Context: an optimization exercise on an open-source flow, tuned for small area and a short achievable clock period. The choices shown serve that exercise and are no tape-out recipe. At most, simulation tests tie the RTL to the original design; equivalence was not proved.

Setup of main:
Design xgmii_rx_top, start of the top module:
module xgmii_rx_top #(
    parameter int STAT_W = 32
) (
    input  logic              clk,
    input  logic              inv_aresetn,
    input  logic [63:0]       xgmii_d_i,
    input  logic [7:0]        xgmii_c_i,
    output logic [63:0]       tdata_o,
    output logic [7:0]        tkeep_o,
    output logic              tvalid_o,
    output logic              tlast_o,
    output logic              tuser_o,
    output logic [STAT_W-1:0] good_frames_o,
    output logic [STAT_W-1:0] bad_frames_o
);
    logic [7:0]  c;
    logic [63:0] d;
    logic        dat_in, term_in, early_in, err_in, tch_in;
    logic [2:0]  lane_in;
    logic [3:0]  sofp_in;
    logic [7:0]  first_ctl, eq_fd;
    logic [63:0] masked;
    assign c = xgmii_c_i;
    assign d = xgmii_d_i;
    assign dat_in = (c == 8'h00);
    assign term_in  = c[7] && ((~c[6:0] | c[7:1]) == 7'h7F);
    assign early_in = term_in && c[4];
    assign err_in   = !dat_in && !term_in;
    assign sofp_in[0] = ({d[7:0], c} == 16'hFB01);
    assign sofp_in[1] = (d[23:8]  == 16'h5555);
    assign sofp_in[2] = (d[39:24] == 16'h5555);
    assign sofp_in[3] = (d[63:40] == 24'hD5_5555);
    assign lane_in[2] = ~c[3];
    assign lane_in[1] = (~c[1] & c[3]) | ~c[5];
  ...
For scale: about 1,200 cells after synthesis, roughly 250 flip-flops, about 210 I/O pins, roughly 0.013 mm2 of cells after synthesis.
export LEC_CHECK = 0
export CAP_MARGIN = 20
export CORE_MARGIN = 2
export CORE_UTILIZATION = 40
export SETUP_SLACK_MARGIN = 0.2
export SLEW_MARGIN = 20
create_clock -name core_clock -period 9.0 [get_ports {clk}]
standard.sh (not shown) runs the stock make flow with config.mk's settings and CLKGATE_MAP_FILE= SYNTH_SCRIPT=/design/flow/synth_recipe.tcl, a recipe that flattens the netlist after the stock synthesis.
==> flow/flow/run.sh <==
#!/bin/bash
# Own layout flow: the standard ORFS flow (standard.sh), run in two
# parts with these changes:
# - plain sky130_fd_sc_hd__buf_2 cells as the port buffers;
# - extra don't-use cells (on top of the platform's list), which only steer
#   the choice of combinational cells; registers are unaffected:
#     synthesis: sky130_fd_sc_hd__xor3_1 sky130_fd_sc_hd__xor3_2 sky130_fd_sc_hd__xor3_4 sky130_fd_sc_hd__xnor3_1 sky130_fd_sc_hd__xnor3_2 sky130_fd_sc_hd__xnor3_4 sky130_fd_sc_hd__xnor2_2 sky130_fd_sc_hd__xnor2_4 sky130_fd_sc_hd__xor2_2 sky130_fd_sc_hd__xor2_4
#     placement to finish: sky130_fd_sc_hd__xor3_1 sky130_fd_sc_hd__xor3_2 sky130_fd_sc_hd__xor3_4 sky130_fd_sc_hd__xnor3_1 sky130_fd_sc_hd__xnor3_2 sky130_fd_sc_hd__xnor3_4
#   (synthesis maps the crc xor network to small two-input xor cells; the
#   later repair may still size a few of them up);
# - clock tree: clkbuf_16 only, sink clusters of up to 25 within 100 um,
#   no dummy loads;
# - make settings: SETUP_SLACK_MARGIN=6.1
#   SETUP_SLACK_MARGIN makes setup repair keep sizing and buffering until
#   paths are that far below the (unchanged) 9 ns clock period.
# Each part's full output goes to its own log in this folder.
set -euo pipefail
cd "$(dirname "$0")/.."
cp config.mk config.bench.mk
{
  echo "export BUFFER_PORTS_ARGS = -buffer_cell sky130_fd_sc_hd__buf_2"
  echo "export DONT_USE_CELLS = sky130_fd_sc_hd__xor3_1 sky130_fd_sc_hd__xor3_2 sky130_fd_sc_hd__xor3_4 sky130_fd_sc_hd__xnor3_1 sky130_fd_sc_hd__xnor3_2 sky130_fd_sc_hd__xnor3_4 sky130_fd_sc_hd__xnor2_2 sky130_fd_sc_hd__xnor2_4 sky130_fd_sc_hd__xor2_2 sky130_fd_sc_hd__xor2_4"
  echo "export CTS_ARGS = -sink_clustering_enable -repair_clock_nets -sink_clustering_size 25 -sink_clustering_max_diameter 100 -buf_list sky130_fd_sc_hd__clkbuf_16 -dont_use_dummy_load"
} > config.add.mk
cat config.bench.mk config.add.mk > config.mk
bash standard.sh SETUP_SLACK_MARGIN=6.1 synth > standard_synth.log 2>&1
{
  echo "export BUFFER_PORTS_ARGS = -buffer_cell sky130_fd_sc_hd__buf_2"
  echo "export DONT_USE_CELLS = sky130_fd_sc_hd__xor3_1 sky130_fd_sc_hd__xor3_2 sky130_fd_sc_hd__xor3_4 sky130_fd_sc_hd__xnor3_1 sky130_fd_sc_hd__xnor3_2 sky130_fd_sc_hd__xnor3_4"
  echo "export CTS_ARGS = -sink_clustering_enable -repair_clock_nets -sink_clustering_size 25 -sink_clustering_max_diameter 100 -buf_list sky130_fd_sc_hd__clkbuf_16 -dont_use_dummy_load"
} > config.add.mk
cat config.bench.mk config.add.mk > config.mk
bash standard.sh SETUP_SLACK_MARGIN=6.1 finish > standard.log 2>&1
cp config.bench.mk config.mk
What the feature branch does differently from main at the input level:
--- a/flow/design.v
+++ b/flow/design.v
@@ -13,49 +13,46 @@
     output logic              tuser_o,
     output logic [STAT_W-1:0] good_frames_o,
     output logic [STAT_W-1:0] bad_frames_o
 );
     logic [7:0]  c;
     logic [63:0] d;
     logic        dat_in, term_in, early_in, err_in, tch_in;
     logic [2:0]  lane_in;
-    logic [3:0]  sofp_in;
+    logic [1:0]  sofp_in;
     logic [7:0]  first_ctl, eq_fd;
     logic [63:0] masked;
     assign c = xgmii_c_i;
     assign d = xgmii_d_i;
     assign dat_in = (c == 8'h00);
     assign term_in  = c[7] && ((~c[6:0] | c[7:1]) == 7'h7F);
     assign early_in = term_in && c[4];
     assign err_in   = !dat_in && !term_in;
-    assign sofp_in[0] = ({d[7:0], c} == 16'hFB01);
-    assign sofp_in[1] = (d[23:8]  == 16'h5555);
-    assign sofp_in[2] = (d[39:24] == 16'h5555);
-    assign sofp_in[3] = (d[63:40] == 24'hD5_5555);
+    assign sofp_in[0] = ({d[27:0], c} == 36'h5_5555_FB01);
+    assign sofp_in[1] = (d[63:28] == 36'hD_5555_5555);
     assign lane_in[2] = ~c[3];
     assign lane_in[1] = (~c[1] & c[3]) | ~c[5];
     assign lane_in[0] = (~c[0] & c[1]) | (~c[2] & c[3]) | (~c[4] & c[5]) | ~c[6];
     assign first_ctl = c & ~{c[6:0], 1'b0};
     always_comb begin
         for (int j = 0; j < 8; j++) begin
             eq_fd[j] = (d[8*j +: 8] == 8'hFD);
             masked[8*j +: 8] = d[8*j +: 8] & {8{~c[j]}};
         end
     end
     assign tch_in = |(first_ctl & eq_fd);
     logic [63:0] d1_q;       
     logic [2:0]  lane_q;     
     logic        tch_q;      
-    logic [3:0]  sofp_q;     
+    logic [1:0]  sofp_q;     
     logic        nf_q;       
     logic        hp_q;       
     logic        fin_q;      
     logic        fin_hp_q;   
-    logic [2:0]  lane2_q;    
     logic        beat2_q;    
     logic        good2_q;    
     logic [31:0] crc_q;
     logic [7:1]  keep_q;     
     logic        sof;
     logic        frame;
     logic        late_q;
     logic        fin_beat;
@@ -541,47 +538,48 @@
     assign crc_nxt[25] = x496;
     assign crc_nxt[26] = x501;
     assign crc_nxt[27] = x507;
     assign crc_nxt[28] = x515;
     assign crc_nxt[29] = x524;
     assign crc_nxt[30] = x532;
     assign crc_nxt[31] = x541;
     always_comb begin
-        case (lane2_q)
+        case (lane_q)
             3'd0: resid = 32'h099C5421;
             3'd1: resid = 32'hC8721E29;
             3'd2: resid = 32'h91E9AE38;
             3'd3: resid = 32'h8AD76F98;
             3'd4: resid = 32'h6904BB59;
             3'd5: resid = 32'h8104C946;
             3'd6: resid = 32'h3A7ABC72;
             default: resid = 32'h4710BB9C;
         endcase
     end
     assign crc_ok = (crc_q == resid);
     always_comb begin
-        case (lane2_q)
+        case (lane_q)
             3'd0: keep_last = 8'h0F;
             3'd1: keep_last = 8'h1F;
             3'd2: keep_last = 8'h3F;
             3'd3: keep_last = 8'h7F;
             3'd4: keep_last = 8'hFF;
             3'd5: keep_last = 8'h01;
             3'd6: keep_last = 8'h03;
             default: keep_last = 8'h07;
         endcase
     end
     always_ff @(posedge clk) begin
         d1_q     <= masked;
-        lane_q   <= lane_in;
+        if (!fin_q) begin
+            lane_q <= lane_in;
+        end
         tch_q    <= tch_in;
         sofp_q   <= sofp_in;
         fin_hp_q <= hp_q;
-        lane2_q  <= lane_q;
         crc_q    <= sof ? 32'hFFFF_FFFF : crc_nxt;
         if (!((fin_q && !late_q) || beat2_q)) begin
             tdata_o <= d1_q;
         end
         keep_q   <= beat2_q ? keep_last[7:1] : 7'h7F;
     end
     assign tkeep_o = {keep_q, 1'b1};
     function automatic logic [STAT_W-1:0] toggles(logic [STAT_W-1:0] q, logic inc);
==> comparison <==
- Looking at start point of the critical path, the tdata_o[16] result is from the feature branch; the tdata_o[29] one comes from main.
- Taking main as the reference, in the feature branch global-route usage has increased; final area shows a reduction of 170 um2; deepest level of the CTS H-tree saw little to no change.
- The feature branch vs main: routed wire length up by a few percent
- Lower total half-perimeter wirelength after legalization and detailed placement was reported by main, not the feature branch.
- Against main, the feature branch comes in 32 ps higher on clock skew.
Function not checked in the feature branch: the RTL went through the layout flow alone.

==> afterwards: timing with drivers on the ports <==
Ports are ideal in the flow. The routed layouts listed here were re-timed in OpenROAD. Step 1, drivers: a clkbuf_16 drives clk and a buf_2 each remaining input, both assumed. Step 2 moves the port delays by t, midway between the first and last clock arrival at a register: inputs arrive t later, outputs are due t later. That takes back most of the time a late clock gives input paths. Three values: no drivers, after step 1, after step 2; two values: the first two.
run | t (ns) | slack for setup (ns) | hold slack, ns
main | 0.540 | 6.128 / 6.078 / 5.796 | 0.394 / 0.394 / 0.394
the feature branch | 0.530 | 6.076 / 6.024 / 5.685 | 0.400 / 0.400 / 0.400
After both steps every run listed still meets setup and hold. The setup slack of the feature branch, which loses most, moves by -0.052 ns with the drivers and by -0.391 ns with both steps.
